From an optimization exercise on the open Yosys and OpenROAD flow, aimed at small area, a short achievable clock period and few clock cycles; shortcuts taken in it are not production practice. Where RTL was checked, it was by simulation tests only, not by an equivalence proof against the original. For runs 2 to 4, only the layout was checked, not whether the RTL still works. Power figures rest on the tool's default switching activity, not on a simulated workload.

--- flow/design.v ---
`timescale 1ns / 1ps
package sle_pkg;
  localparam logic [2:0] ACT_NONE   = 3'd0;
  localparam logic [2:0] ACT_ADD    = 3'd1;
  localparam logic [2:0] ACT_BKSP   = 3'd2;
  localparam logic [2:0] ACT_ENTER  = 3'd3;
  localparam logic [2:0] ACT_CLEAR  = 3'd4;
  localparam logic [2:0] ACT_SWITCH = 3'd5;
  localparam logic [2:0] ACT_READ   = 3'd6;
  localparam logic [6:0] CH_NEWLINE = 7'h0A;
  localparam int RES_W = 24;
endpackage
`timescale 1ns / 1ps
module sle_hold (
  input  logic       we,
  input  logic       wen,
  input  logic [6:0] wd,
  input  logic [6:0] q,
  output logic [6:0] d
);
  assign d = ({7{we}} & wd) | ({7{wen}} & q);
endmodule
module sle_ao3 (
  input  logic [2:0] s,
  input  logic [6:0] d0,
  input  logic [6:0] d1,
  input  logic [6:0] d2,
  output logic [6:0] y_n
);
  assign y_n = ~(({7{s[0]}} & d0) | ({7{s[1]}} & d1) | ({7{s[2]}} & d2));
endmodule
module sle_qsel (
  input  logic        ld_new,
  input  logic        ld_next,
  input  logic [23:0] new_res,
  input  logic [23:0] next_res,
  input  logic [23:0] q,
  output logic [23:0] d
);
  assign d = ld_new ? new_res : (ld_next ? next_res : q);
endmodule
`timescale 1ns / 1ps
`timescale 1ns / 1ps
import sle_pkg::*;
module scancode_line_editor_core #(
  parameter int TERMINALS  = 3,
  parameter int LINE_BYTES = 128
) (
  input  logic        clk,
  input  logic        rst,
  input  logic        s_tvalid,
  output logic        s_tready,
  input  logic [23:0] s_tdata,    
  input  logic        s_tuser,    
  output logic        m_tvalid,
  input  logic        m_tready,
  output logic [23:0] m_tdata,    
  output logic [2:0]  m_tuser,    
  input  logic        psel,
  input  logic        penable,
  input  logic        pwrite,
  input  logic [2:0]  paddr,
  input  logic [31:0] pwdata,
  output logic [31:0] prdata,
  output logic        pready
);
  function automatic [7:0] scan_key;
    input logic [7:0] code;
    input logic       shift;
    input logic       caps;
    logic [7:0] lo;
    logic [7:0] hi;
    logic       letter;
    logic       sel;
    begin
      {lo, hi, letter} = {8'h00, 8'h00, 1'b0};
      case (code)
        8'h02: {lo, hi, letter} = {"1", "!", 1'b0};
        8'h03: {lo, hi, letter} = {"2", "@", 1'b0};
        8'h04: {lo, hi, letter} = {"3", "#", 1'b0};
        8'h05: {lo, hi, letter} = {"4", "$", 1'b0};
        8'h06: {lo, hi, letter} = {"5", "%", 1'b0};
        8'h07: {lo, hi, letter} = {"6", "^", 1'b0};
        8'h08: {lo, hi, letter} = {"7", "&", 1'b0};
        8'h09: {lo, hi, letter} = {"8", "*", 1'b0};
        8'h0A: {lo, hi, letter} = {"9", "(", 1'b0};
        8'h0B: {lo, hi, letter} = {"0", ")", 1'b0};
        8'h0C: {lo, hi, letter} = {"-", "_", 1'b0};
        8'h0D: {lo, hi, letter} = {"=", "+", 1'b0};
        8'h0F: {lo, hi, letter} = {8'h09, 8'h09, 1'b0};
        8'h10: {lo, hi, letter} = {"q", "Q", 1'b1};
        8'h11: {lo, hi, letter} = {"w", "W", 1'b1};
        8'h12: {lo, hi, letter} = {"e", "E", 1'b1};
        8'h13: {lo, hi, letter} = {"r", "R", 1'b1};
        8'h14: {lo, hi, letter} = {"t", "T", 1'b1};
        8'h15: {lo, hi, letter} = {"y", "Y", 1'b1};
        8'h16: {lo, hi, letter} = {"u", "U", 1'b1};
        8'h17: {lo, hi, letter} = {"i", "I", 1'b1};
        8'h18: {lo, hi, letter} = {"o", "O", 1'b1};
        8'h19: {lo, hi, letter} = {"p", "P", 1'b1};
        8'h1A: {lo, hi, letter} = {"[", "{", 1'b0};
        8'h1B: {lo, hi, letter} = {"]", "}", 1'b0};
        8'h1E: {lo, hi, letter} = {"a", "A", 1'b1};
        8'h1F: {lo, hi, letter} = {"s", "S", 1'b1};
        8'h20: {lo, hi, letter} = {"d", "D", 1'b1};
        8'h21: {lo, hi, letter} = {"f", "F", 1'b1};
        8'h22: {lo, hi, letter} = {"g", "G", 1'b1};
        8'h23: {lo, hi, letter} = {"h", "H", 1'b1};
        8'h24: {lo, hi, letter} = {"j", "J", 1'b1};
        8'h25: {lo, hi, letter} = {"k", "K", 1'b1};
        8'h26: {lo, hi, letter} = {"l", "L", 1'b1};
        8'h27: {lo, hi, letter} = {";", ":", 1'b0};
        8'h28: {lo, hi, letter} = {8'h27, 8'h22, 1'b0};
        8'h29: {lo, hi, letter} = {8'h60, "~", 1'b0};
        8'h2B: {lo, hi, letter} = {8'h5C, "|", 1'b0};
        8'h2C: {lo, hi, letter} = {"z", "Z", 1'b1};
        8'h2D: {lo, hi, letter} = {"x", "X", 1'b1};
        8'h2E: {lo, hi, letter} = {"c", "C", 1'b1};
        8'h2F: {lo, hi, letter} = {"v", "V", 1'b1};
        8'h30: {lo, hi, letter} = {"b", "B", 1'b1};
        8'h31: {lo, hi, letter} = {"n", "N", 1'b1};
        8'h32: {lo, hi, letter} = {"m", "M", 1'b1};
        8'h33: {lo, hi, letter} = {",", "<", 1'b0};
        8'h34: {lo, hi, letter} = {".", ">", 1'b0};
        8'h35: {lo, hi, letter} = {"/", "?", 1'b0};
        8'h39: {lo, hi, letter} = {" ", " ", 1'b0};
        default: {lo, hi, letter} = {8'h00, 8'h00, 1'b0};
      endcase
      sel = letter ? (shift ^ caps) : shift;
      scan_key = sel ? hi : lo;
    end
  endfunction
  logic input_enable, ie_next, prd_q;
  logic acc, take;
  assign pready  = 1'b1;
  assign ie_next = (psel && penable && pwrite && (paddr[2] == 1'b0)) ? pwdata[0] : input_enable;
  always_ff @(posedge clk) begin
    if (rst) begin
      input_enable <= 1'b0;
      prd_q        <= 1'b0;
    end else begin
      input_enable <= ie_next;
      prd_q        <= ie_next && (paddr[2] == 1'b0);
    end
  end
  assign prdata = {31'b0, prd_q};
  logic       s_rdy_q;
  logic [1:0] outstanding;
  assign s_tready = s_rdy_q;
  assign acc      = s_tvalid && s_rdy_q;
  assign take     = m_tvalid && m_tready;
  logic       v1, rd1, ie1;
  logic [7:0] code1;
  logic [1:0] rt1;
  logic [6:0] ri1;
  logic       f_sh_set, f_sh_clr, f_alt_set, f_alt_clr, f_ctl_set, f_ctl_clr, f_caps;
  logic       f_l, f_fn, f_bksp, f_enter, f_key;
  logic [23:0] r_th1;    
  logic [15:0] r_l1;     
  logic [7:0] c;
  assign c = s_tdata[7:0];
  always_ff @(posedge clk) begin
    if (rst) begin
      v1          <= 1'b0;
      outstanding <= 2'd0;
      s_rdy_q     <= 1'b1;
    end else begin
      v1          <= acc;
      outstanding <= outstanding + 2'(acc) - 2'(take);
      s_rdy_q     <= (outstanding + 2'(acc) - 2'(take)) != 2'd3;
    end
  end
  always_ff @(posedge clk) begin
    rd1       <= s_tuser;
    ie1       <= input_enable;
    code1     <= c;
    rt1       <= s_tdata[9:8];
    ri1       <= s_tdata[16:10];
    for (int k = 0; k < 24; k++) r_th1[k] <= (s_tdata[9:8] == 2'(k / 8)) && (s_tdata[16:14] == 3'(k % 8));
    for (int k = 0; k < 16; k++) r_l1[k]  <= (s_tdata[13:10] == 4'(k));
    f_sh_set  <= (c == 8'h2A) || (c == 8'h36);
    f_sh_clr  <= (c == 8'hAA) || (c == 8'hB6);
    f_alt_set <= (c == 8'h38);
    f_alt_clr <= (c == 8'hB8);
    f_ctl_set <= (c == 8'h1D);
    f_ctl_clr <= (c == 8'h9D);
    f_caps    <= (c == 8'h3A);
    f_l       <= (c == 8'h26);
    f_fn      <= (c == 8'hBB) || (c == 8'hBC) || (c == 8'hBD);
    f_bksp    <= (c == 8'h0E);
    f_enter   <= (c == 8'h1C);
    f_key     <= ((c >= 8'h02) && (c <= 8'h0D)) || ((c >= 8'h0F) && (c <= 8'h1B)) ||
                 ((c >= 8'h1E) && (c <= 8'h29)) || ((c >= 8'h2B) && (c <= 8'h35)) ||
                 (c == 8'h39);
  end
  logic       shift_held, caps_lock, ctrl_held, alt_held;
  logic [1:0] active_terminal;
  logic [6:0] edit_count [3];
  logic [7:0] line_length [3];
  logic       scan;
  logic       shift_next, caps_next, ctrl_next, alt_next;
  logic       do_clear, do_switch, do_bksp, do_add, do_enter;
  logic [1:0] sw_idx, term_next;
  logic [6:0] pos, pos_dec, pos_sw;
  logic [7:0] pos_inc;
  logic [6:0] key;
  logic [7:0] key8;
  logic [7:0] ll_rd;
  logic       hit;
  logic [2:0] action;
  logic [7:0] line_count;
  logic [6:0] char_code, mem_byte;
  logic [3:0] mods;
  logic [RES_W-1:0] res;
  logic       w_we;
  logic [1:0] w_t;
  logic [6:0] w_i, w_d;
  always_comb begin
    scan       = v1 && !rd1;
    shift_next = f_sh_set  || (shift_held && !f_sh_clr);
    alt_next   = f_alt_set || (alt_held && !f_alt_clr);
    ctrl_next  = f_ctl_set || (ctrl_held && !f_ctl_clr);
    caps_next  = caps_lock ^ f_caps;
    do_clear   = f_l && ctrl_held;
    do_switch  = f_fn && alt_held;
    sw_idx     = code1[1:0] - 2'd3;
    term_next  = do_switch ? sw_idx : active_terminal;
    pos        = active_terminal[1] ? edit_count[2] : (active_terminal[0] ? edit_count[1] : edit_count[0]);
    pos_sw     = sw_idx[1] ? edit_count[2] : (sw_idx[0] ? edit_count[1] : edit_count[0]);
    pos_dec    = pos - 7'd1;
    pos_inc    = {1'b0, pos} + 8'd1;
    key8       = scan_key(code1, shift_held, caps_lock);
    key        = key8[6:0];
    do_bksp    = f_bksp && ie1 && (pos != 7'd0);
    do_add     = f_key && ie1 && !do_clear && (pos != 7'd127);
    do_enter   = f_enter && ie1;
    ll_rd = rt1[1] ? (rt1[0] ? 8'd0 : line_length[2]) : (rt1[0] ? line_length[1] : line_length[0]);
    hit   = ({1'b0, ri1} < ll_rd);
    if (rd1) begin
      mods       = {alt_held, ctrl_held, caps_lock, shift_held};
      action     = ACT_READ;
      line_count = ll_rd;
      char_code  = hit ? mem_byte : 7'h00;
    end else begin
      mods       = {alt_next, ctrl_next, caps_next, shift_next};
      action     = ACT_NONE;
      line_count = {1'b0, pos};
      char_code  = 7'h00;
      if (do_clear) begin
        action     = ACT_CLEAR;
        line_count = 8'd0;
      end else if (do_switch) begin
        action     = ACT_SWITCH;
        line_count = {1'b0, pos_sw};
      end else if (do_bksp) begin
        action     = ACT_BKSP;
        line_count = {1'b0, pos_dec};
      end else if (do_add) begin
        action     = ACT_ADD;
        line_count = pos_inc;
        char_code  = key;
      end else if (do_enter) begin
        action     = ACT_ENTER;
        line_count = pos_inc;
        char_code  = CH_NEWLINE;
      end
    end
    res = {action, mods, line_count, (rd1 ? rt1 : term_next), char_code};
  end
  always_ff @(posedge clk) begin
    if (rst) begin
      shift_held      <= 1'b0;
      caps_lock       <= 1'b0;
      ctrl_held       <= 1'b0;
      alt_held        <= 1'b0;
      active_terminal <= 2'd0;
      for (int i = 0; i < 3; i++) begin
        edit_count[i]  <= 7'd0;
        line_length[i] <= 8'd0;
      end
    end else if (scan) begin
      shift_held      <= shift_next;
      caps_lock       <= caps_next;
      ctrl_held       <= ctrl_next;
      alt_held        <= alt_next;
      active_terminal <= term_next;
      if (do_clear) begin
        edit_count[active_terminal]  <= 7'd0;
        line_length[active_terminal] <= 8'd0;
      end else if (do_bksp) begin
        edit_count[active_terminal] <= pos_dec;
      end else if (do_add) begin
        edit_count[active_terminal] <= pos_inc[6:0];
      end else if (do_enter) begin
        edit_count[active_terminal]  <= 7'd0;
        line_length[active_terminal] <= pos_inc;
      end
    end
  end
  always_ff @(posedge clk) begin
    if (rst) begin
      w_we <= 1'b0;
    end else begin
      w_we <= scan && (do_bksp || do_add || do_enter);
    end
  end
  always_ff @(posedge clk) begin
    w_t <= active_terminal;
    w_i <= do_bksp ? pos_dec : pos;
    w_d <= do_add ? key : (do_enter ? CH_NEWLINE : 7'h00);
  end
  logic [2:0]  wt_hit;
  logic [7:0]  wi_h;
  logic [15:0] wi_l;
  logic [126:0][6:0] y_n;
  logic [6:0]  ram_rdata;
  always_comb begin
    wt_hit = 3'b000;
    wi_h   = 8'h00;
    wi_l   = 16'h0000;
    if (w_t != 2'd3) wt_hit[w_t] = w_we;
    wi_h[w_i[6:4]] = 1'b1;
    wi_l[w_i[3:0]] = 1'b1;
  end
  for (genvar i = 0; i < 127; i++) begin : g_byte
    logic [6:0] b0, b1, b2, n0, n1, n2;
    logic [2:0] ws, rs;
    assign ws = wt_hit & {3{wi_h[i / 16] && wi_l[i % 16]}};
    assign rs = {r_th1[16 + i / 16], r_th1[8 + i / 16], r_th1[i / 16]} & {3{r_l1[i % 16]}};
    sle_hold u_h0 (.we(ws[0]), .wen(!ws[0]), .wd(w_d), .q(b0), .d(n0));
    sle_hold u_h1 (.we(ws[1]), .wen(!ws[1]), .wd(w_d), .q(b1), .d(n1));
    sle_hold u_h2 (.we(ws[2]), .wen(!ws[2]), .wd(w_d), .q(b2), .d(n2));
    always_ff @(posedge clk) begin
      b0 <= n0;
      b1 <= n1;
      b2 <= n2;
    end
    sle_ao3 u_rd (.s(rs), .d0(b0), .d1(b1), .d2(b2), .y_n(y_n[i]));
  end
  always_comb begin
    ram_rdata = 7'h00;
    for (int i = 0; i < 127; i++) begin
      ram_rdata = ram_rdata | ~y_n[i];
    end
    if (ri1 == 7'd127) ram_rdata = 7'h0A;
  end
  assign mem_byte = (w_we && (w_t == rt1) && (w_i == ri1)) ? w_d : ram_rdata;
  logic [2:0]       qv, sv;
  logic [RES_W-1:0] q0, q1, q2, s0, s1, s2;
  logic             push;
  assign push = v1;
  always_comb begin
    if (take) begin
      sv = {1'b0, qv[2:1]};
      s0 = q1;
      s1 = q2;
      s2 = q2;
    end else begin
      sv = qv;
      s0 = q0;
      s1 = q1;
      s2 = q2;
    end
  end
  always_ff @(posedge clk) begin
    if (rst) begin
      qv <= 3'b000;
    end else begin
      qv <= push ? {sv[1:0], 1'b1} : sv;
    end
  end
  logic [RES_W-1:0] q0_d;
  sle_qsel u_q0 (
    .ld_new  (push && !sv[0]),
    .ld_next (take),
    .new_res (res),
    .next_res(q1),
    .q       (q0),
    .d       (q0_d)
  );
  always_ff @(posedge clk) begin
    q0 <= q0_d;
    q1 <= (push && sv[0] && !sv[1]) ? res : s1;
    q2 <= (push && sv[1]) ? res : s2;
  end
  assign m_tvalid = qv[0];
  assign m_tuser  = q0[23:21];
  assign m_tdata  = {2'b00, q0[20:17], q0[16:9], q0[8:7], 1'b0, q0[6:0]};
endmodule
--- flow/flow/run.sh ---
#!/bin/bash
set -euo pipefail
bash standard.sh SETUP_SLACK_MARGIN=8.5 finish > make_finish.log 2>&1
--- flow/standard.sh ---
#!/bin/bash
# synth_recipe.tcl (not shown) runs the flow's synth.tcl, then flattens the netlist and writes it again
# the make line also repeats each setting of config.mk as NAME=value (left out here)
make -C /OpenROAD-flow-scripts/flow DESIGN_CONFIG=/design/flow/config.mk WORK_HOME=/design/flow/orfs CLKGATE_MAP_FILE= SYNTH_SCRIPT=/design/flow/synth_recipe.tcl "${@:-finish}"
--- flow/config.mk ---
export PLATFORM = sky130hd
export DESIGN_NAME = scancode_line_editor_core
export DESIGN_NICKNAME = scancode_line_editor_core
export VERILOG_FILES = /design/flow/design.v
export SDC_FILE = /design/flow/constraint.sdc
export NUM_CORES = 4
export LEC_CHECK = 0
export CAP_MARGIN = 20
export CORE_MARGIN = 2
export CORE_UTILIZATION = 40
export SETUP_SLACK_MARGIN = 5
export SLEW_MARGIN = 20
export SYNTH_HIERARCHICAL = 1
export TNS_END_PERCENT = 100
--- flow/constraint.sdc ---
create_clock -name core_clock -period 12.0 [get_ports {clk}]
set_input_delay 2.4000 -clock core_clock [delete_from_list [all_inputs] [get_ports {clk}]]
set_output_delay 2.4000 -clock core_clock [all_outputs]
set_load 0.01 [all_outputs]
==> results.json, run 1 <==
{
  "ff2ff_path_depth": 9,
  "area_growth_pct": 16.4,
  "ys_seq_elements": 2898,
  "synth_edf_count": 93,
  "whs_ns": 0.365,
  "finalSetupTns_ns": 0,
  "grt_max_degree": 154,
  "start_kind": "flip-flop",
  "outcome": "finished clean",
  "hold_viol_final": 0,
  "slew_violations": 0,
  "io_pins": 129,
  "first_iter_violations": 13600,
  "period_share_pct": 38.4,
  "fin_cells": 13100,
  "drv_cap": 0,
  "min_to": "ie1",
  "tightest_slew_ns": 1.30,
  "grt.total_usage_pct": 27.2,
  "clk_pin_slew_ns": 0.06,
  "cellPowerDensity_mw_per_mm2": 160,
  "min_from": "input_enable",
  "cts.htree.levels": 5,
  "wl_met1_mm": 157,
  "gr-total-overflow": 0,
  "start_util_pct": 40.3,
  "die_x_um": 516,
  "yosys_warnings": 7,
  "peakVddDrop_v": 0.000123,
  "synth.avg_cell_area_um2": 11.6,
  "cts_tree": "done",
  "path_class": "flip-flop to flip-flop",
  "fin_crit_ns": 4.61,
  "skew_ns": 0.0807,
  "final_nets": 9526,
  "core_area_mm2": 0.260,
  "crit_path_start": "r_th1[2]",
  "via_per_inst": 6.61,
  "wl_met3_mm": 37.6,
  "synth_top_family_by_area": "compound AO/OA/AOI/OAI gates",
  "drt-total-wl_mm": 380,
  "p_leak_nw": 47.8,
  "multi_input_area_mm2": 0.0441,
  "critPathMaxFanout": 3,
  "nFillCells": 23200,
  "antenna_found_initial": 28,
  "yosys_most_used_dff": "dfxtp_1",
  "synth_cells": 9026,
  "fmax_mhz": 217,
  "synth-xor-area-share_pct": 0.284,
  "rsz0062_at_grt": "true",
  "cp-end-kind": "flip-flop",
  "io_buffers": 53,
  "wl_met2_mm": 164,
  "synth_fa_ha_area_share_pct": 0.406,
  "r2r-start": "r_th1[2]",
  "worstSkewPairLatency_ns": 0.97,
  "dieArea_mm2": 0.266,
  "regArea_mm2": 0.0591,
  "drive_gt1_share_pct": 9.76,
  "cp.arrival_ns": 5.33,
  "synth-async-reset-ratio_pct": 0,
  "crit_required_ns": 12.72,
  "synthMuxAreaShare_pct": 0.699,
  "hold_depth": 0,
  "placed_area_mm2": 0.110,
  "routed.top_layer": "met5",
  "grt_pass1_wl_mm": 553,
  "wl_per_cell_um": 28.9,
  "cts_sinks": 2898,
  "place.gp.congestion": 0.956,
  "firstDrtPassIters": 15,
  "hpwl_mm": 245,
  "clk_root_buffer_cell": "clkbuf_16",
  "seq_area_frac_synth_pct": 56.3,
  "r2r_end": "q1[1]",
  "regToRegSetupSlack_ns": 7.39,
  "die_y_um": 516,
  "clockBufferDepth": 4,
  "final_util_pct": 46.9,
  "synth.distinct_cells": 73,
  "postLayoutCellArea_mm2": 0.122,
  "ant_nets": 0,
  "worst_slew_margin_rel_pct": 13.3,
  "placed_cells": 12500,
  "syn_area_mm2": 0.105,
  "numCtsBuffers": 312,
  "synth-simple-area-share_pct": 7.58,
  "grt_pass1_vias": 82800,
  "drc_errors": 0,
  "num_vias": 86800,
  "synth-compound-area-share_pct": 32.3,
  "hp-class": "flip-flop to flip-flop",
  "finalSetupViolCount": 0,
  "rows": 187
}
## cell usage after synthesis, drive strengths merged (5+ instances only)
cell type	count	area, um2
nand2	531	1990
or3	7	43.8
nand3	26	130
ha	34	425
o22ai	10	62.6
nor4	66	419
clkbuf	161	604
dfxtp	2805	56200
mux2i	54	544
a31oi	14	87.6
a222oi	889	8900
xor2	5	43.8
and3	5	31.3
o211ai	7	52.6
and2	409	2560
a32o	5	50.1
a22o	2670	23400
nand4	237	1480
edfxtp	93	2790
xnor2	29	254
o21bai	5	37.5
nor2b	14	87.6
nor2	209	785
inv	410	1540
buf	57	425
nand2b	16	100
o21ai	87	454
nor3	31	171
mux2	16	188
nand3b	6	45.0
a21oi	42	214
o21a	12	90.1
## metrics by stage
step	total power [W]	setup slack [ns]
after global placement	0.0102	6.71
final	0.0195	7.39
after floorplan	0.0101	8.22
after detailed placement	0.0102	6.78
after CTS	0.0196	7.59
after global routing	0.0200	7.50
## worst max-delay path by stage
stage	end	slack [ns]	depth (start not counted)
3_3_place_gp	q1[3]	6.71	9
2_1_floorplan	edit_count[0][5]	8.22	5
6_report	q1[1]	7.39	9
4_1_cts	q1[1]	7.59	9
5_1_grt	q1[1]	7.50	9
3_5_place_dp	edit_count[1][3]	6.78	6
## modules after synthesis, one instance, submodules excluded
module | area (um2) | flip-flops and latches | copies in the design | cells inside
sle_ao3 | 70.1 | 0 | 127 | 7
sle_qsel | 527 | 0 | 1 | 80
scancode_line_editor_core | 71900 | 2898 | 1 | 5390
sle_hold | 61.3 | 0 | 381 | 7
## logic make-up after synthesis
family,after synthesis
xor+xnor,34
mux,70
buf+inv,630
simple gates,1569
other cells,2
flops,2898
compound gates,3789
fa+ha+maj,34
## cells in the final DEF (no fill, tap or decap), types with 15 or more instances in the layout
| cell type | count |
|---|---|
| nor2_4 | 22 |
| ha_1 | 31 |
| a22o_1 | 2670 |
| nand2_1 | 514 |
| bufinv_16 | 15 |
| buf_6 | 53 |
| nand3_1 | 25 |
| edfxtp_1 | 93 |
| inv_1 | 405 |
| nor2_1 | 180 |
| a222oi_1 | 889 |
| and2_2 | 15 |
| a21oi_1 | 40 |
| dfxtp_1 | 2749 |
| nand4_1 | 237 |
| o21ai_1 | 26 |
| conb_1 | 35 |
| and2_1 | 359 |
| buf_12 | 31 |
| nand2_2 | 15 |
| dfxtp_2 | 27 |
| clkbuf_8 | 66 |
| nor3_1 | 28 |
| mux2i_1 | 53 |
| dfxtp_4 | 29 |
| xnor2_1 | 28 |
| nand2b_1 | 15 |
| clkinv_2 | 37 |
| clkdlybuf4s50_1 | 20 |
| clkbuf_1 | 81 |
| o21ai_0 | 49 |
| nor4_1 | 39 |
| clkbuf_16 | 315 |
| and2_4 | 35 |
| buf_4 | 146 |
## worst max-delay path, cell delays in order, from the launching register on
cell,delay [ns]
dfxtp_2,0.33
buf_12,0.13
and2_4,0.16
a222oi_1,0.94
nand4_1,0.82
nor4_4,0.55
nand4_1,0.38
or3_4,0.49
a32o_2,0.30
mux2_4,0.26
## sequential cells by signal, summed over array words and instances (netlist names), 2 cells and up, named ones only
name and cells:
rt1 2, edit_count 21, w_d 7, line_length 24, w_t 2, q0 24
g_byte.b1 889, active_terminal 2, w_i 7, code1 4, qv 3, outstanding 2
g_byte.b0 889, g_byte.b2 889, ri1 7, r_l1 16, r_th1 24, q1 24
q2 24
## where the power goes
group          switching [W]  internal (W)  total [W]
logic               0.000213      0.000109   0.000322
registers          0.0000402       0.00971    0.00975
clock network        0.00388       0.00554    0.00942
## metal layers
metal  track usage [%]  up-vias
met5                 0        -
met4              14.3       18
met3              6.06      928
met2              41.3     4830
met1              36.1    43100
li1                  -    38000
## final cells by class
class,count,area share [%]
antenna,9,0.0185
clock buffer,461,7.44
sequential,2898,48.5
tap,3496,3.59
multi-input combinational,5533,36.2
timing repair buffer,268,2.27
clock inverter,71,0.668
inverter,412,1.31
## repair_timing
item / in CTS / in global routing
gates cloned: 3 / 1
setup endpoints to repair: 1264 / 708
pin swaps: 92 / 62
hold buffers: 0 / 0
endpoints found under the hold margin: 0 / 0
resized for setup: 368 / 95
buffers inserted: 43 / 24
Testbench counts, summed over its fixed seeds: cycles 32,102.
==> inputs of run 2 (changes only) <==
--- a/flow/design.v
+++ b/flow/design.v
@@ -30,14 +30,4 @@
   assign y_n = ~(({7{s[0]}} & d0) | ({7{s[1]}} & d1) | ({7{s[2]}} & d2));
 endmodule
-module sle_qsel (
-  input  logic        ld_new,
-  input  logic        ld_next,
-  input  logic [23:0] new_res,
-  input  logic [23:0] next_res,
-  input  logic [23:0] q,
-  output logic [23:0] d
-);
-  assign d = ld_new ? new_res : (ld_next ? next_res : q);
-endmodule
 `timescale 1ns / 1ps
 `timescale 1ns / 1ps
@@ -156,6 +146,4 @@
   logic       f_sh_set, f_sh_clr, f_alt_set, f_alt_clr, f_ctl_set, f_ctl_clr, f_caps;
   logic       f_l, f_fn, f_bksp, f_enter, f_key;
-  logic [23:0] r_th1;    
-  logic [15:0] r_l1;     
   logic [7:0] c;
   assign c = s_tdata[7:0];
@@ -177,6 +165,4 @@
     rt1       <= s_tdata[9:8];
     ri1       <= s_tdata[16:10];
-    for (int k = 0; k < 24; k++) r_th1[k] <= (s_tdata[9:8] == 2'(k / 8)) && (s_tdata[16:14] == 3'(k % 8));
-    for (int k = 0; k < 16; k++) r_l1[k]  <= (s_tdata[13:10] == 4'(k));
     f_sh_set  <= (c == 8'h2A) || (c == 8'h36);
     f_sh_clr  <= (c == 8'hAA) || (c == 8'hB6);
@@ -310,16 +296,22 @@
     w_d <= do_add ? key : (do_enter ? CH_NEWLINE : 7'h00);
   end
-  logic [2:0]  wt_hit;
-  logic [7:0]  wi_h;
-  logic [15:0] wi_l;
+  logic [2:0]  wt_hit, rt_hit;
+  logic [7:0]  wi_h, ri_h;
+  logic [15:0] wi_l, ri_l;
   logic [126:0][6:0] y_n;
   logic [6:0]  ram_rdata;
   always_comb begin
     wt_hit = 3'b000;
+    rt_hit = 3'b000;
     wi_h   = 8'h00;
+    ri_h   = 8'h00;
     wi_l   = 16'h0000;
+    ri_l   = 16'h0000;
     if (w_t != 2'd3) wt_hit[w_t] = w_we;
+    if (rt1 != 2'd3) rt_hit[rt1] = 1'b1;
     wi_h[w_i[6:4]] = 1'b1;
+    ri_h[ri1[6:4]] = 1'b1;
     wi_l[w_i[3:0]] = 1'b1;
+    ri_l[ri1[3:0]] = 1'b1;
   end
   for (genvar i = 0; i < 127; i++) begin : g_byte
@@ -327,5 +319,5 @@
     logic [2:0] ws, rs;
     assign ws = wt_hit & {3{wi_h[i / 16] && wi_l[i % 16]}};
-    assign rs = {r_th1[16 + i / 16], r_th1[8 + i / 16], r_th1[i / 16]} & {3{r_l1[i % 16]}};
+    assign rs = rt_hit & {3{ri_h[i / 16] && ri_l[i % 16]}};
     sle_hold u_h0 (.we(ws[0]), .wen(!ws[0]), .wd(w_d), .q(b0), .d(n0));
     sle_hold u_h1 (.we(ws[1]), .wen(!ws[1]), .wd(w_d), .q(b1), .d(n1));
@@ -370,15 +362,6 @@
     end
   end
-  logic [RES_W-1:0] q0_d;
-  sle_qsel u_q0 (
-    .ld_new  (push && !sv[0]),
-    .ld_next (take),
-    .new_res (res),
-    .next_res(q1),
-    .q       (q0),
-    .d       (q0_d)
-  );
   always_ff @(posedge clk) begin
-    q0 <= q0_d;
+    q0 <= (push && !sv[0]) ? res : s0;
     q1 <= (push && sv[0] && !sv[1]) ? res : s1;
     q2 <= (push && sv[1]) ? res : s2;
==> flow/run.sh (new file) <==
#!/bin/bash
# synth_recipe.tcl (not shown) runs the flow's synth.tcl, then flattens the netlist and writes it again
# the make line also repeats each setting of config.mk as NAME=value (left out here)
make -C /OpenROAD-flow-scripts/flow DESIGN_CONFIG=/design/flow/config.mk WORK_HOME=/design/flow/orfs CLKGATE_MAP_FILE= SYNTH_SCRIPT=/design/flow/synth_recipe.tcl finish
removed: flow/flow/run.sh
removed: flow/standard.sh
==> results.json, run 2 <==
{
  "seq_area_frac_synth_pct": 56.6,
  "crit_cells": 16,
  "outcome": "finished clean",
  "cellPowerDensity_mw_per_mm2": 162,
  "synth_edf_count": 117,
  "syn_area_mm2": 0.103,
  "firstDrtPassIters": 14,
  "final_common_cell": "dfxtp_1",
  "yosys.area.top_type": "dfxtp_1",
  "worst_slew_margin_rel_pct": 9.36,
  "cts_tree": "done",
  "min_from": "input_enable",
  "core_area_mm2": 0.257,
  "synth-compound-area-share_pct": 32.8,
  "dieArea_mm2": 0.262,
  "critPathBufInv": 3,
  "synth_fa_ha_area_share_pct": 0.533,
  "layout_common_cells": "2734 x dfxtp_1, 2668 x a22o_1, 889 x a222oi_1, 532 x nand2_1, 527 x nor2_1",
  "io_buffers": 53,
  "ant_nets": 0,
  "antenna_found_initial": 12,
  "ff2ff_path_depth": 16,
  "place.gp.congestion": 0.934,
  "cts_setup_buffers": 0,
  "path_class": "flip-flop to flip-flop",
  "gr-total-overflow": 0,
  "synth_cells": 8999,
  "cts-resized-gates": 0,
  "die_y_um": 512,
  "start_kind": "flip-flop",
  "synth.distinct_cells": 79,
  "synth-simple-area-share_pct": 6.78,
  "grt_pass1_vias": 81700,
  "cpPeakStageDelay_ns": 1.03,
  "yosys_warnings": 7,
  "hpwl_mm": 244,
  "fmax_mhz": 150,
  "grt.total_usage_pct": 26.9,
  "drt-total-wl_mm": 372,
  "synth_commonest_cells": "2741 x dfxtp_1, 2668 x a22o_1, 889 x a222oi_1",
  "synth-xor-area-share_pct": 0.323,
  "synthTopCellsByArea": "dfxtp_1 53%, a22o_1 23%, a222oi_1 8.6%",
  "area_growth_pct": 14.6,
  "hold_viol_final": 0,
  "via_per_inst": 6.70,
  "critPathMaxFanout": 15,
  "cp_top_family": "simple AND/OR/NAND/NOR gates",
  "worstPathCellList": "inv_1 > ha_1 > nor2b_1 > a22o_1 > nand2_1 > buf_4 > nor2_1 > a222oi_1 > buf_2 > nand4_1 > nor4_1 > nand4_1 > nor2_1 > o21ai_0 > a22oi_1 > o21ai_0",
  "hp-class": "flip-flop to flip-flop",
  "slew_violations": 0,
  "dp_slack_ns": 5.61,
  "ctsHoldBuffers": 0,
  "final_nets": 9429,
  "die_x_um": 512,
  "rows": 186,
  "worstSkewPairLatency_ns": 0.93,
  "regToRegSetupSlack_ns": 5.31,
  "crit_path_start": "ri1[0]",
  "cts.htree.levels": 5,
  "hold_depth": 0,
  "drv_cap": 0,
  "yosysMostFrequentCell": "dfxtp_1",
  "p_leak_nw": 46.0,
  "cpMaxStageDelayCell": "nor4_1",
  "fin_crit_ns": 6.69,
  "setup_ws_ns": 5.31,
  "clk_pin_slew_ns": 0.07,
  "clk_root_buffer_cell": "clkbuf_16",
  "wl_per_cell_um": 28.8,
  "start_util_pct": 40.2,
  "num_vias": 86500,
  "placed_area_mm2": 0.108,
  "io_pins": 129,
  "ys_seq_elements": 2858,
  "synth.avg_cell_area_um2": 11.5,
  "synth_top_area_share_pct": 53.2,
  "tightest_slew_ns": 1.35,
  "postLayoutCellArea_mm2": 0.118,
  "synthMuxAreaShare_pct": 0.453,
  "finalSetupTns_ns": 0,
  "cts_sinks": 2858,
  "rsz0062_at_grt": "false",
  "grt_max_degree": 138,
  "top_regs": "g_byte.b0: 889 flops, g_byte.b1: 889 flops, g_byte.b2: 889 flops",
  "first_iter_violations": 13100,
  "finalSetupViolCount": 0,
  "cp.arrival_ns": 7.36,
  "peakVddDrop_v": 0.000150,
  "clockBufferDepth": 4,
  "r2r-start": "ri1[0]",
  "drc_errors": 0,
  "synth_top_family_by_area": "compound AO/OA/AOI/OAI gates",
  "skew_ns": 0.0619,
  "numCtsBuffers": 308,
  "crit_required_ns": 12.67,
  "synth-async-reset-ratio_pct": 0,
  "drive_gt1_share_pct": 7.32,
  "cp-end-kind": "flip-flop",
  "yosys_most_used_dff": "dfxtp_1",
  "grt_pass1_wl_mm": 543,
  "period_share_pct": 55.7
}
-- run 2: routing by layer --
| layer | routed length (um) | GRT usage [%] |
|---|---|---|
| met1 | 155000 | 36.2 |
| met2 | 160000 | 40.4 |
| met3 | 37700 | 5.74 |
| met4 | 20600 | 13.8 |
| met5 | 37 | 0 |
-- run 2: kinds of logic after synthesis --
family                   count (synthesis)
buffers and inverters                  647
adder cells (fa/ha/maj)                 44
flip-flops                            2858
AND/OR/NAND/NOR                       1556
multiplexers                            42
AO/OA/AOI/OAI                         3812
XOR/XNOR                                38
other                                    2
-- run 2: power breakdown --
group	total (W)	internal (W)	switching [W]
Clock	0.00932	0.00550	0.00382
Combinational	0.000292	0.0000790	0.000213
Sequential	0.00960	0.00958	0.0000213
Total	0.0192	0.0152	0.00406
-- run 2: final timing paths --
| check | endpoint |
|---|---|
| worst max-delay path | q0[6] |
| worst min-delay path | ie1 |
| worst max register to register | q0[6] |
| worst min register to register | ie1 |
-- run 2: area by class of cell --
class	instances	area [um2]
Sequential cell	2858	58400
Clock buffer	432	8830
Fill cell	23100	138000
Timing Repair Buffer	190	1580
Clock inverter	88	953
Inverter	433	1630
Multi-Input combinational cell	5527	42700
Antenna cell	5	12.5
Tap cell	3384	4230
-- run 2: Yosys stat by module (local to each module, per instance) --
module / cells inside / cell area (um2) / flip-flops and latches / times used
sle_ao3: 7 / 70.1 / 0 / 127
scancode_line_editor_core: 5443 / 70900 / 2858 / 1
sle_hold: 7 / 61.3 / 0 / 381
-- run 2: metrics by stage --
step / util, % / std cells / hold WS [ns] / total power (W)
floorplan: - / 9032 / 0.331 / 0.00996
global placement: 42.3 / 12400 / 0.349 / 0.0101
detailed placement: 42.3 / 12400 / 0.354 / 0.0101
CTS: 46.1 / 12900 / 0.363 / 0.0193
global route: 46.1 / 12900 / 0.378 / 0.0197
finish: 46.1 / 12900 / 0.359 / 0.0192
==> inputs of run 3 (changes only) <==
==> flow/flow/run.sh (new file) <==
#!/bin/bash
set -euo pipefail
bash standard.sh SETUP_SLACK_MARGIN=8.5 finish > make_finish.log 2>&1
==> flow/standard.sh (new file) <==
#!/bin/bash
# synth_recipe.tcl (not shown) runs the flow's synth.tcl, then flattens the netlist and writes it again
# the make line also repeats each setting of config.mk as NAME=value (left out here)
make -C /OpenROAD-flow-scripts/flow DESIGN_CONFIG=/design/flow/config.mk WORK_HOME=/design/flow/orfs CLKGATE_MAP_FILE= SYNTH_SCRIPT=/design/flow/synth_recipe.tcl "${@:-finish}"
removed: flow/run.sh
==> results.json, run 3 <==
{
  "io_pins": 129,
  "rsz0062_at_grt": "true",
  "synth_commonest_cells": "2741 x dfxtp_1, 2668 x a22o_1, 889 x a222oi_1",
  "drt-total-wl_mm": 387,
  "firstDrtPassIters": 13,
  "skew_ns": 0.0494,
  "synth_top_family_by_area": "compound AO/OA/AOI/OAI gates",
  "grt_pass1_vias": 82200,
  "yosysMostFrequentCell": "dfxtp_1",
  "hpwl_mm": 241,
  "path_class": "flip-flop to flip-flop",
  "grt_pass1_wl_mm": 558,
  "synth-simple-area-share_pct": 6.78,
  "p_leak_nw": 47.8,
  "yosys_most_used_dff": "dfxtp_1",
  "setup_ws_ns": 7.24,
  "syn_area_mm2": 0.103,
  "grt.total_usage_pct": 27.8,
  "clk_root_buffer_cell": "clkbuf_16",
  "crit_required_ns": 12.68,
  "antenna_found_initial": 19,
  "synth_fa_ha_area_share_pct": 0.533,
  "cpPeakStageDelay_ns": 1.16,
  "synthMuxAreaShare_pct": 0.453,
  "cp-end-kind": "flip-flop",
  "drv_cap": 0,
  "critPathMaxFanout": 9,
  "clk_pin_slew_ns": 0.06,
  "ant_nets": 0,
  "dp_slack_ns": 5.65,
  "whs_ns": 0.356,
  "synth-xor-area-share_pct": 0.323,
  "drc_errors": 0,
  "core_area_mm2": 0.257,
  "via_per_inst": 6.70,
  "die_y_um": 512,
  "cts.htree.levels": 5,
  "start_kind": "flip-flop",
  "tightest_slew_ns": 1.38,
  "final_nets": 9609,
  "final_common_cell": "dfxtp_1",
  "first_iter_violations": 13900,
  "cp.arrival_ns": 5.44,
  "worst_slew_margin_rel_pct": 7.83,
  "synth-async-reset-ratio_pct": 0,
  "num_vias": 87800,
  "synthTopCellsByArea": "dfxtp_1 53%, a22o_1 23%, a222oi_1 8.6%",
  "fmax_mhz": 210,
  "die_x_um": 512,
  "outcome": "finished clean",
  "yosys.area.top_type": "dfxtp_1",
  "area_growth_pct": 18.3,
  "layout_common_cells": "2721 x dfxtp_1, 2667 x a22o_1, 889 x a222oi_1, 511 x nand2_1, 470 x nor2_1",
  "io_buffers": 53,
  "hold_viol_final": 0,
  "grt_max_degree": 146,
  "finalSetupViolCount": 0,
  "worstSkewPairLatency_ns": 0.96,
  "placed_cells": 12400,
  "synth_top_area_share_pct": 53.2,
  "drive_gt1_share_pct": 11.1,
  "synth-compound-area-share_pct": 32.8,
  "postLayoutCellArea_mm2": 0.122,
  "fin_cells": 13100,
  "cts_tree": "done",
  "clockBufferDepth": 4,
  "peakVddDrop_v": 0.000107,
  "gr-total-overflow": 0,
  "yosys_warnings": 7,
  "fin_crit_ns": 4.76,
  "seq_area_frac_synth_pct": 56.6,
  "top_regs": "g_byte.b0: 889 flops, g_byte.b1: 889 flops, g_byte.b2: 889 flops",
  "finalSetupTns_ns": 0,
  "cpMaxStageDelayCell": "a222oi_1",
  "synth_edf_count": 117,
  "place.gp.congestion": 0.931,
  "period_share_pct": 39.6,
  "ys_seq_elements": 2858,
  "cellPowerDensity_mw_per_mm2": 159,
  "wl_per_cell_um": 29.6,
  "start_util_pct": 40.2,
  "placed_area_mm2": 0.109,
  "synth_cells": 8999,
  "synth.distinct_cells": 79,
  "rows": 186,
  "slew_violations": 0,
  "worstPathCellList": "nor2_4 > xnor2_4 > buf_6 > a22o_4 > nand2_4 > buf_12 > nor2_2 > a222oi_1 > nand4_1 > nor4_4 > nand4_1 > nor2_4 > nand2b_1 > and3_4 > a21oi_4 > a21oi_1",
  "numCtsBuffers": 311,
  "synth.avg_cell_area_um2": 11.5,
  "hp-class": "flip-flop to flip-flop",
  "cts_sinks": 2858,
  "dieArea_mm2": 0.262
}
run 3: cell counts after synthesis:
Identical to the previous run, type by type.
run 3: final cells by class:
class / instances / area [um2]
fill: 22700 / 135000
sequential: 2858 / 58400
multi-input combinational: 5528 / 43700
clock buffer: 438 / 8990
tap: 3384 / 4230
timing repair buffer: 366 / 4150
inverter: 433 / 1650
clock inverter: 84 / 871
antenna: 8 / 20.0
run 3: final timing paths:
kind	startpoint	endpoint	slack, ns	cells past startpoint
max	ri1[0]	q1[3]	7.24	16
max reg2reg	ri1[0]	q1[3]	7.24	16
min reg2reg	input_enable	ie1	0.36	0
min	input_enable	ie1	0.36	0
run 3: cells by family after synthesis:
group,Yosys count
AOI/OAI and AO/OA,3812
xor gates and xnor gates,38
adders and majority gates,44
buffers and inverters,647
DFF,2858
muxes,42
other,2
and+or+nand+nor,1556
run 3: where the power goes:
group,switching [W],internal [W],leakage [nW]
Combinational,0.000254,0.000124,19.6
Sequential,0.0000235,0.00958,23.2
Clock,0.00385,0.00554,4.88
Total,0.00413,0.0152,47.8
run 3: layer usage:
metal  global-route usage [%]  part of all wire (%)  up-vias
met2                     41.1                    43     5334
met5                        0                 0.069        -
met4                     15.1                   6.0       18
met1                     36.9                    40    43200
li1                         -                     -    38100
met3                     7.39                    11     1078
run 3: repair_timing:
action	4_1_cts	5_1_grt
pin swaps	147	104
setup endpoints to repair	1679	937
setup buffers	110	47
resized for setup	423	106
gates cloned	9	4
hold buffers	0	0
run 3: per-module statistics from Yosys, one instance, submodules excluded:
module | cells inside | flip-flops and latches | copies in the design | cell area, um2
scancode_line_editor_core | 5443 | 2858 | 1 | 70900
sle_ao3 | 7 | 0 | 127 | 70.1
sle_hold | 7 | 0 | 381 | 61.3
run 3: stage by stage:
stage,total power (W),utilization (%)
final,0.0194,47.5
after global routing,0.0198,47.5
after CTS,0.0194,47.2
after detailed placement,0.0101,42.3
after global placement,0.0101,42.3
after floorplan,0.00996,-
run 3: critical path, delay by kind of cell (launching register included):
| family | cells | cell delay [ns] |
|---|---|---|
| and+or+nand+nor | 9 | 2.05 |
| AOI/OAI and AO/OA | 4 | 1.68 |
| DFF | 1 | 0.37 |
| buffers and inverters | 2 | 0.29 |
| xor gates and xnor gates | 1 | 0.10 |
==> inputs of run 4 (changes only) <==
--- a/flow/design.v
+++ b/flow/design.v
@@ -121,18 +121,15 @@
     end
   endfunction
-  logic input_enable, ie_next, prd_q;
+  logic input_enable;
   logic acc, take;
   assign pready  = 1'b1;
-  assign ie_next = (psel && penable && pwrite && (paddr[2] == 1'b0)) ? pwdata[0] : input_enable;
   always_ff @(posedge clk) begin
     if (rst) begin
       input_enable <= 1'b0;
-      prd_q        <= 1'b0;
-    end else begin
-      input_enable <= ie_next;
-      prd_q        <= ie_next && (paddr[2] == 1'b0);
+    end else if (psel && penable && pwrite && (paddr[2] == 1'b0)) begin
+      input_enable <= pwdata[0];
     end
   end
-  assign prdata = {31'b0, prd_q};
+  assign prdata = (paddr[2] == 1'b0) ? {31'b0, input_enable} : 32'b0;
   logic       s_rdy_q;
   logic [1:0] outstanding;
@@ -150,33 +147,32 @@
   always_ff @(posedge clk) begin
     if (rst) begin
-      v1          <= 1'b0;
       outstanding <= 2'd0;
       s_rdy_q     <= 1'b1;
     end else begin
-      v1          <= acc;
       outstanding <= outstanding + 2'(acc) - 2'(take);
-      s_rdy_q     <= (outstanding + 2'(acc) - 2'(take)) != 2'd3;
+      s_rdy_q     <= (outstanding + 2'(acc) - 2'(take)) < 2'd2;
     end
   end
-  always_ff @(posedge clk) begin
-    rd1       <= s_tuser;
-    ie1       <= input_enable;
-    code1     <= c;
-    rt1       <= s_tdata[9:8];
-    ri1       <= s_tdata[16:10];
-    f_sh_set  <= (c == 8'h2A) || (c == 8'h36);
-    f_sh_clr  <= (c == 8'hAA) || (c == 8'hB6);
-    f_alt_set <= (c == 8'h38);
-    f_alt_clr <= (c == 8'hB8);
-    f_ctl_set <= (c == 8'h1D);
-    f_ctl_clr <= (c == 8'h9D);
-    f_caps    <= (c == 8'h3A);
-    f_l       <= (c == 8'h26);
-    f_fn      <= (c == 8'hBB) || (c == 8'hBC) || (c == 8'hBD);
-    f_bksp    <= (c == 8'h0E);
-    f_enter   <= (c == 8'h1C);
-    f_key     <= ((c >= 8'h02) && (c <= 8'h0D)) || ((c >= 8'h0F) && (c <= 8'h1B)) ||
-                 ((c >= 8'h1E) && (c <= 8'h29)) || ((c >= 8'h2B) && (c <= 8'h35)) ||
-                 (c == 8'h39);
+  always_comb begin
+    v1        = acc;
+    rd1       = s_tuser;
+    ie1       = input_enable;
+    code1     = c;
+    rt1       = s_tdata[9:8];
+    ri1       = s_tdata[16:10];
+    f_sh_set  = (c == 8'h2A) || (c == 8'h36);
+    f_sh_clr  = (c == 8'hAA) || (c == 8'hB6);
+    f_alt_set = (c == 8'h38);
+    f_alt_clr = (c == 8'hB8);
+    f_ctl_set = (c == 8'h1D);
+    f_ctl_clr = (c == 8'h9D);
+    f_caps    = (c == 8'h3A);
+    f_l       = (c == 8'h26);
+    f_fn      = (c == 8'hBB) || (c == 8'hBC) || (c == 8'hBD);
+    f_bksp    = (c == 8'h0E);
+    f_enter   = (c == 8'h1C);
+    f_key     = ((c >= 8'h02) && (c <= 8'h0D)) || ((c >= 8'h0F) && (c <= 8'h1B)) ||
+                ((c >= 8'h1E) && (c <= 8'h29)) || ((c >= 8'h2B) && (c <= 8'h35)) ||
+                (c == 8'h39);
   end
   logic       shift_held, caps_lock, ctrl_held, alt_held;
@@ -338,32 +334,27 @@
   end
   assign mem_byte = (w_we && (w_t == rt1) && (w_i == ri1)) ? w_d : ram_rdata;
-  logic [2:0]       qv, sv;
-  logic [RES_W-1:0] q0, q1, q2, s0, s1, s2;
+  logic [1:0]       qv, sv;
+  logic [RES_W-1:0] q0, q1, s0;
   logic             push;
   assign push = v1;
   always_comb begin
     if (take) begin
-      sv = {1'b0, qv[2:1]};
+      sv = {1'b0, qv[1]};
       s0 = q1;
-      s1 = q2;
-      s2 = q2;
     end else begin
       sv = qv;
       s0 = q0;
-      s1 = q1;
-      s2 = q2;
     end
   end
   always_ff @(posedge clk) begin
     if (rst) begin
-      qv <= 3'b000;
+      qv <= 2'b00;
     end else begin
-      qv <= push ? {sv[1:0], 1'b1} : sv;
+      qv <= push ? {sv[0], 1'b1} : sv;
     end
   end
   always_ff @(posedge clk) begin
     q0 <= (push && !sv[0]) ? res : s0;
-    q1 <= (push && sv[0] && !sv[1]) ? res : s1;
-    q2 <= (push && sv[1]) ? res : s2;
+    if (push && sv[0]) q1 <= res;
   end
   assign m_tvalid = qv[0];
==> flow/flow/run.sh (replaced) <==
#!/bin/bash
set -euo pipefail
bash standard.sh SETUP_SLACK_MARGIN=6.8 finish > make_finish.log 2>&1
==> results.json, run 4 <==
{
  "fmax_mhz": 164,
  "grt_pass1_vias": 81100,
  "synth.distinct_cells": 80,
  "dp_slack_ns": 2.97,
  "firstDrtPassIters": 13,
  "finalSetupTns_ns": 0,
  "rsz0062_at_grt": "true",
  "yosys.area.top_type": "dfxtp_1",
  "hpwl_mm": 239,
  "postLayoutCellArea_mm2": 0.119,
  "grt_pass1_wl_mm": 546,
  "syn_area_mm2": 0.101,
  "yosys_warnings": 7,
  "skew_ns": 0.0553,
  "worst_slew_margin_rel_pct": 16.6,
  "synth_top_area_share_pct": 53.3,
  "via_per_inst": 6.72,
  "wl_per_cell_um": 29.1,
  "critPathMaxFanout": 7,
  "clk_root_buffer_cell": "clkbuf_16",
  "area_growth_pct": 18.0,
  "regArea_mm2": 0.0568,
  "drt-total-wl_mm": 375,
  "placed_area_mm2": 0.106,
  "hold_viol_final": 0,
  "multi_input_area_mm2": 0.0434,
  "drc_errors": 0,
  "start_kind": "input port",
  "cts_tree": "done",
  "period_share_pct": 50.9,
  "synth_edf_count": 93,
  "cts_sinks": 2789,
  "seq_area_frac_synth_pct": 56.1,
  "core_area_mm2": 0.252,
  "cellPowerDensity_mw_per_mm2": 161,
  "dieArea_mm2": 0.257,
  "final_common_cell": "dfxtp_1",
  "cts.htree.levels": 5,
  "nFillCells": 22200,
  "regToRegSetupSlack_ns": 7.86,
  "fin_crit_ns": 6.11,
  "tightest_slew_ns": 1.25,
  "top_regs": "g_byte.b0: 889 flops, g_byte.b1: 889 flops, g_byte.b2: 889 flops",
  "yosys_most_used_dff": "dfxtp_1",
  "crit_required_ns": 12.70,
  "cp.arrival_ns": 6.81,
  "numCtsBuffers": 299,
  "ant_nets": 0,
  "place.gp.congestion": 0.937,
  "synth_cells": 8831,
  "ys_seq_elements": 2789,
  "synth_commonest_cells": "2696 x dfxtp_1, 2675 x a22o_1, 889 x a222oi_1",
  "placed_cells": 12200,
  "gr-total-overflow": 0,
  "final_nets": 9416,
  "layout_common_cells": "2689 x dfxtp_1, 2675 x a22o_1, 889 x a222oi_1, 505 x nand2_1, 461 x nor2_1",
  "num_vias": 86500,
  "io_pins": 129,
  "synth.avg_cell_area_um2": 11.5,
  "antenna_found_initial": 15,
  "rows": 184,
  "die_y_um": 507,
  "hp-class": "flip-flop to flip-flop",
  "outcome": "finished clean",
  "first_iter_violations": 14000,
  "finalSetupViolCount": 0,
  "p_leak_nw": 46.7,
  "path_class": "input port to flip-flop",
  "clk_pin_slew_ns": 0.06,
  "slew_violations": 0,
  "synth-async-reset-ratio_pct": 0,
  "grt_max_degree": 172,
  "clockBufferDepth": 4,
  "start_util_pct": 40.2,
  "drive_gt1_share_pct": 10.7,
  "drv_cap": 0,
  "peakVddDrop_v": 0.000169,
  "setup_ws_ns": 5.89,
  "die_x_um": 507,
  "grt.total_usage_pct": 27.6,
  "io_buffers": 53,
  "cp-end-kind": "flip-flop",
  "worstSkewPairLatency_ns": 0.95,
  "synthTopCellsByArea": "dfxtp_1 53%, a22o_1 23%, a222oi_1 8.8%",
  "fin_cells": 12900,
  "yosysMostFrequentCell": "dfxtp_1"
}
## run 4: what timing repair did
action / CTS / global route
endpoints found under the hold margin: 0 / 0
setup endpoints to repair: 123 / 53
hold buffers: 0 / 0
resized for setup: 319 / 112
buffers inserted: 106 / 51
cloned: 3 / 3
pin swaps: 115 / 81
## run 4: Yosys stat by module, one instance, submodules excluded
| module | flops+latches | times used | cells |
|---|---|---|---|
| scancode_line_editor_core | 2789 | 1 | 5275 |
| sle_ao3 | 0 | 127 | 7 |
| sle_hold | 0 | 381 | 7 |
## run 4: final timing paths
kind / start / end / cells after the start
worst max-delay path: s_tdata[14] / q0[2] / 17
worst min-delay path: g_byte[78].b2[6] / g_byte[78].b2[6] / 1
worst max register to register: w_i[4] / g_byte[56].b0[6] / 9
worst min register to register: g_byte[78].b2[6] / g_byte[78].b2[6] / 1
## run 4: metal layers
| layer | share of wire [%] | global-route usage, % | up-vias | routed length, um |
|---|---|---|---|---|
| li1 | - | - | 37500 | - |
| met1 | 41 | 37.8 | 43000 | 155000 |
| met2 | 43 | 41.1 | 5177 | 160000 |
| met3 | 11 | 6.09 | 883 | 40600 |
| met4 | 5.4 | 13.4 | 4 | 20100 |
| met5 | 0.0072 | 0 | - | 27 |
## run 4: worst max-delay path, cell delays in order
cell and delay, ns:
buf_12 0.12, inv_4 0.06, ha_4 0.17, buf_4 0.13, nor3_1 0.05, a21oi_2 0.21
buf_4 0.15, or3_4 0.13, nor2_2 0.08, a222oi_1 0.98, nand4_1 0.43, nor4_4 0.52
nand4_1 0.41, nor2_4 0.34, o21ai_2 0.11, a22o_1 0.22, mux2_4 0.25
## run 4: cell families (layout without fill, tap and decap cells)
| kind of cell | Yosys count | in the layout | synth area share [%] |
|---|---|---|---|
| XOR/XNOR | 39 | 39 | 0.337 |
| flip-flops | 2789 | 2789 | 56.1 |
| adder cells (fa/ha/maj) | 42 | 42 | 0.519 |
| other | 2 | 48 | 0.00742 |
| multiplexers | 58 | 58 | 0.628 |
| buffers and inverters | 638 | 1293 | 2.54 |
| AO/OA/AOI/OAI | 3754 | 3754 | 33.2 |
| AND/OR/NAND/NOR | 1509 | 1510 | 6.74 |
## run 4: where the power goes
| part | total (W) | switching, W | internal, W |
|---|---|---|---|
| Clock | 0.00936 | 0.00380 | 0.00556 |
| Sequential | 0.00937 | 0.0000208 | 0.00935 |
| Combinational | 0.000467 | 0.000306 | 0.000160 |
| Total | 0.0192 | 0.00412 | 0.0151 |
## run 4: metrics by stage
step	hold slack, ns	power [W]	util, %
5_1_grt	0.475	0.0197	47.5
3_5_place_dp	0.452	0.00996	42.3
4_1_cts	0.472	0.0193	47.1
6_report	0.467	0.0192	47.5
3_3_place_gp	0.451	0.00996	42.3
2_1_floorplan	0.326	0.00977	-
## run 4: cell type report
type / count / area share, %
clock inverter: 110 / 1.15
multi-input combinational: 5438 / 36.3
timing repair buffer: 359 / 3.08
sequential: 2789 / 47.5
clock buffer: 404 / 7.05
inverter: 420 / 1.34
antenna: 13 / 0.0272
tap: 3348 / 3.51

## separate check: timing with driven ports
Ports are ideal in the flow. The routed layouts listed here were re-timed in OpenROAD. Step 1: set_driving_cell puts a clkbuf_16 on clk and a buf_2 on each other input, an assumption about the parent block. Step 2 also shifts input and output timing later by t, the mid clock arrival at the registers, as if the neighbouring blocks saw the same clock. Slacks: ideal ports / drivers / drivers and shift; pairs: ideal ports / drivers.
| run | t (ns) | setup WS [ns] | worst setup path at the end | clock arrival spread, ns |
|---|---|---|---|---|
| run 1 | 1.024 | 7.393 / 7.393 / 7.393 | register to register | 0.086 / 0.086 |
| run 2 | 1.010 | 5.312 / 5.312 / 5.312 | register to register | 0.088 / 0.088 |
| run 3 | 1.022 | 7.242 / 7.242 / 7.242 | register to register | 0.064 / 0.064 |
| run 4 | 1.023 | 5.895 / 5.902 / 4.879 | input to register | 0.062 / 0.062 |
After both steps every run listed still meets setup and hold. For run 4, which loses most, drivers alone change the setup slack by +0.007 ns; drivers and shift together by -1.016 ns.
